This is an optimization exercise on Yosys and OpenROAD, whose aim is small area, not a production implementation. RTL that was checked went through simulation tests only; none was proved equivalent to the original. Power and IR drop assume default switching activity.

job 2422:
==> flow/design.v <==
module row_replay_reader #(
    parameter int DATA_WIDTH = 24,
    parameter int IMG_WIDTH  = 128,
    parameter int SCALE      = 2
) (
    input  logic                  clk,
    input  logic                  rst,
    input  logic                  ce,
    input  logic [DATA_WIDTH-1:0] s_data,
    input  logic                  s_valid,
    output logic                  s_ready,
    output logic [DATA_WIDTH-1:0] m_data,
    output logic                  m_valid,
    input  logic                  m_ready,
    output logic                  m_last,
    output logic                  m_done
);
    localparam int CW = $clog2(IMG_WIDTH);
    localparam int RW = (SCALE > 1) ? $clog2(SCALE) : 1;
    localparam int NW = RW + CW + RW;
    localparam int K  = 8;                
    localparam int KW = $clog2(K);
    localparam int R  = IMG_WIDTH / K;    
    logic                                  replay;
    logic                                  replay_d;
    logic [NW-1:0]                         cnt;
    logic [NW-1:0]                         cnt_d;
    logic [CW-1:0]                         col;
    logic [KW:0]                           cyc;       
    logic [KW-1:0]                         ph;
    logic [K-1:0]                          pend;
    logic [K-1:0]                          pend_d;
    logic                                  accept;
    logic                                  emit;
    logic                                  h_end;
    logic                                  req;
    logic [KW-1:0]                         chain;
    logic [KW-1:0]                         chain_d;
    logic [KW:0]                           wpos;
    logic [KW:0]                           rpos_d;
    logic                                  sh_q;
    logic                                  shn_q;
    logic [K-1:0]                          wsel;
    logic [KW-1:0]                         rslot_q;
    logic                                  winv_q;
    logic [KW:0]                           wpos_d;
    logic                                  rinv_q;
    logic [DATA_WIDTH-1:0]                 wdata;
    logic [DATA_WIDTH-1:0]                 rdata;
    logic [R-1:0][K-1:0][DATA_WIDTH-1:0]   st;
    assign s_ready = ce & ~rst & ~replay;
    assign m_valid = ce & replay;
    assign accept  = s_valid & s_ready;
    assign emit    = m_valid & m_ready;
    assign col     = cnt[RW+CW-1:RW];
    assign h_end   = &cnt[RW-1:0];
    assign chain   = col[KW-1:0];
    assign ph      = cyc[KW-1:0];
    assign m_last  = &cnt[RW+CW-1:0];
    assign m_done  = &cnt;
    assign req     = (accept & ~(&col[CW-1:KW])) | (emit & h_end);
    always_comb begin
        cnt_d    = cnt;
        replay_d = replay;
        if (accept) begin
            cnt_d[RW+CW-1:RW] = col + 1'b1;
            if (&col) replay_d = 1'b1;
        end
        if (emit) begin
            cnt_d = cnt + 1'b1;
            if (&cnt) replay_d = 1'b0;
        end
        for (int p = 0; p < K; p++) begin
            pend_d[p] = (req && chain == KW'(p)) || (pend[p] && ph != KW'(p));
        end
    end
    assign chain_d = cnt_d[RW+KW-1:RW];
    assign rpos_d  = cyc - chain_d;
    assign wpos    = cyc - chain;
    assign wpos_d  = cyc + 1'b1 - chain_d;
    for (genvar s = 0; s < K; s++) begin : g_wsel
        assign wsel[s] = accept & (wpos[KW-1:0] == KW'(s));
    end
    always_ff @(posedge clk or posedge rst) begin
        if (rst) begin
            replay <= 1'b0;
            cnt    <= '0;
            cyc    <= '0;
            winv_q <= 1'b1;
        end else begin
            replay <= replay_d;
            cnt    <= cnt_d;
            cyc    <= cyc + 1'b1;
            winv_q <= ~wpos_d[KW];
        end
    end
    always_ff @(posedge clk) begin
        pend   <= pend_d;
        sh_q   <= pend_d[ph + 1'b1];
        shn_q  <= ~pend_d[ph + 1'b1];
        rinv_q <= ~rpos_d[KW];
        rslot_q <= rpos_d[KW-1:0];
    end
    logic [K-1:0][DATA_WIDTH-1:0] rterm;
    for (genvar s = 0; s < K; s++) begin : g_rd
        assign rterm[s] = st[0][s] & {DATA_WIDTH{rslot_q == KW'(s)}};
    end
    always_comb begin
        rdata = '0;
        for (int s = 0; s < K; s++) begin
            rdata = rdata | rterm[s];
        end
    end
    assign m_data = rdata ^ {DATA_WIDTH{rinv_q}};
    assign wdata  = s_data ^ {DATA_WIDTH{winv_q}};
    for (genvar i = 0; i < R; i++) begin : g_ring
        localparam int NXT = (i + 1) % R;
        always_ff @(posedge clk) begin
            if (i == R - 1 && wsel[0]) begin
                st[i][0] <= wdata;
            end else begin
                st[i][0] <= ~((st[NXT][K-1] | {DATA_WIDTH{shn_q}}) &
                              (st[i][K-1]   | {DATA_WIDTH{sh_q}}));
            end
        end
        for (genvar s = 1; s < K; s++) begin : g_slot
            always_ff @(posedge clk) begin
                if (i == R - 1 && wsel[s]) begin
                    st[i][s] <= wdata;
                end else begin
                    st[i][s] <= st[i][s-1];
                end
            end
        end
    end
endmodule
clock: 15.0 ns
lec_check: 0
abc_clock_period_in_ps: 6000
cap_margin: 20
core_margin: 2
core_utilization: 45
cts_buf_list: sky130_fd_sc_hd__clkbuf_8
cts_cluster_diameter: 50
cts_cluster_size: 20
place_density: 0.6
slew_margin: 20
standard.sh (not shown) runs the stock make flow with config.mk's settings and CLKGATE_MAP_FILE= SYNTH_SCRIPT=/design/flow/synth_recipe.tcl, a recipe that flattens the netlist after the stock synthesis.
==> flow/flow/run.sh <==
#!/bin/bash
# Standard ORFS layout; clock tree synthesis without dummy loads, ports buffered with buf_1.
set -e
export CTS_ARGS="-sink_clustering_enable -repair_clock_nets -sink_clustering_size 20 -sink_clustering_max_diameter 50 -buf_list sky130_fd_sc_hd__clkbuf_8 -dont_use_dummy_load"
export BUFFER_PORTS_ARGS="-buffer_cell sky130_fd_sc_hd__buf_1"
bash standard.sh > standard.log 2>&1
Setup changes, job 2422 to job 5871
--- a/flow/design.v
+++ b/flow/design.v
@@ -42,5 +42,5 @@
     logic                                  shn_q;
     logic [K-1:0]                          wsel;
-    logic [KW-1:0]                         rslot_q;
+    logic [K-1:0]                          rsel_q;
     logic                                  winv_q;
     logic [KW:0]                           wpos_d;
@@ -87,4 +87,5 @@
             cnt    <= '0;
             cyc    <= '0;
+            pend   <= '0;
             winv_q <= 1'b1;
         end else begin
@@ -92,17 +93,19 @@
             cnt    <= cnt_d;
             cyc    <= cyc + 1'b1;
+            pend   <= pend_d;
             winv_q <= ~wpos_d[KW];
         end
     end
     always_ff @(posedge clk) begin
-        pend   <= pend_d;
         sh_q   <= pend_d[ph + 1'b1];
         shn_q  <= ~pend_d[ph + 1'b1];
         rinv_q <= ~rpos_d[KW];
-        rslot_q <= rpos_d[KW-1:0];
+        for (int s = 0; s < K; s++) begin
+            rsel_q[s] <= (rpos_d[KW-1:0] == KW'(s));
+        end
     end
     logic [K-1:0][DATA_WIDTH-1:0] rterm;
     for (genvar s = 0; s < K; s++) begin : g_rd
-        assign rterm[s] = st[0][s] & {DATA_WIDTH{rslot_q == KW'(s)}};
+        assign rterm[s] = st[0][s] & {DATA_WIDTH{rsel_q[s]}};
     end
     always_comb begin
### Flow results
- On total nets after synthesis, job 2422 and job 5871 are neck and neck.
- Changes observed in job 5871 relative to job 2422: synthesized area essentially unchanged, number of global-route vias before repair essentially unchanged.
- Total power (lower): job 5871
- Job 5871 -> job 2422: total number of sequential cells flat
- Job 5871 vs job 2422: largest clock skew in the final design down in job 5871
Function not checked in job 2422: the RTL went through the layout flow alone.

[what the ideal ports hide]
How much do the figures lean on ideal ports? The routed layouts below were timed once more, with nothing changed but the port constraints. Step 1 assumes that a clkbuf_16 drives the clock port and a buf_2 every other input. Step 2 adds t to the input delays and takes it off the output delays; t is the mean of the earliest and latest rising clock arrival at the registers after step 1. Input paths then give back, and output paths get back, about the clock's delay inside the block. Slacks: no drivers / after step 1 / after step 2; pairs: no drivers / after step 1.
run | shift t [ns] | setup WS [ns] | hold WS [ns] | worst setup path after step 2 | worst slew at a driven data input, ns
job 2422 | 0.897 | 8.421 / 8.399 / 8.399 | 0.244 / 0.244 / 0.244 | input to output | 0.04
job 5871 | 0.919 | 8.417 / 8.395 / 8.395 | 0.251 / 0.251 / 0.251 | input to output | 0.05
After both steps every run listed still meets setup and hold.
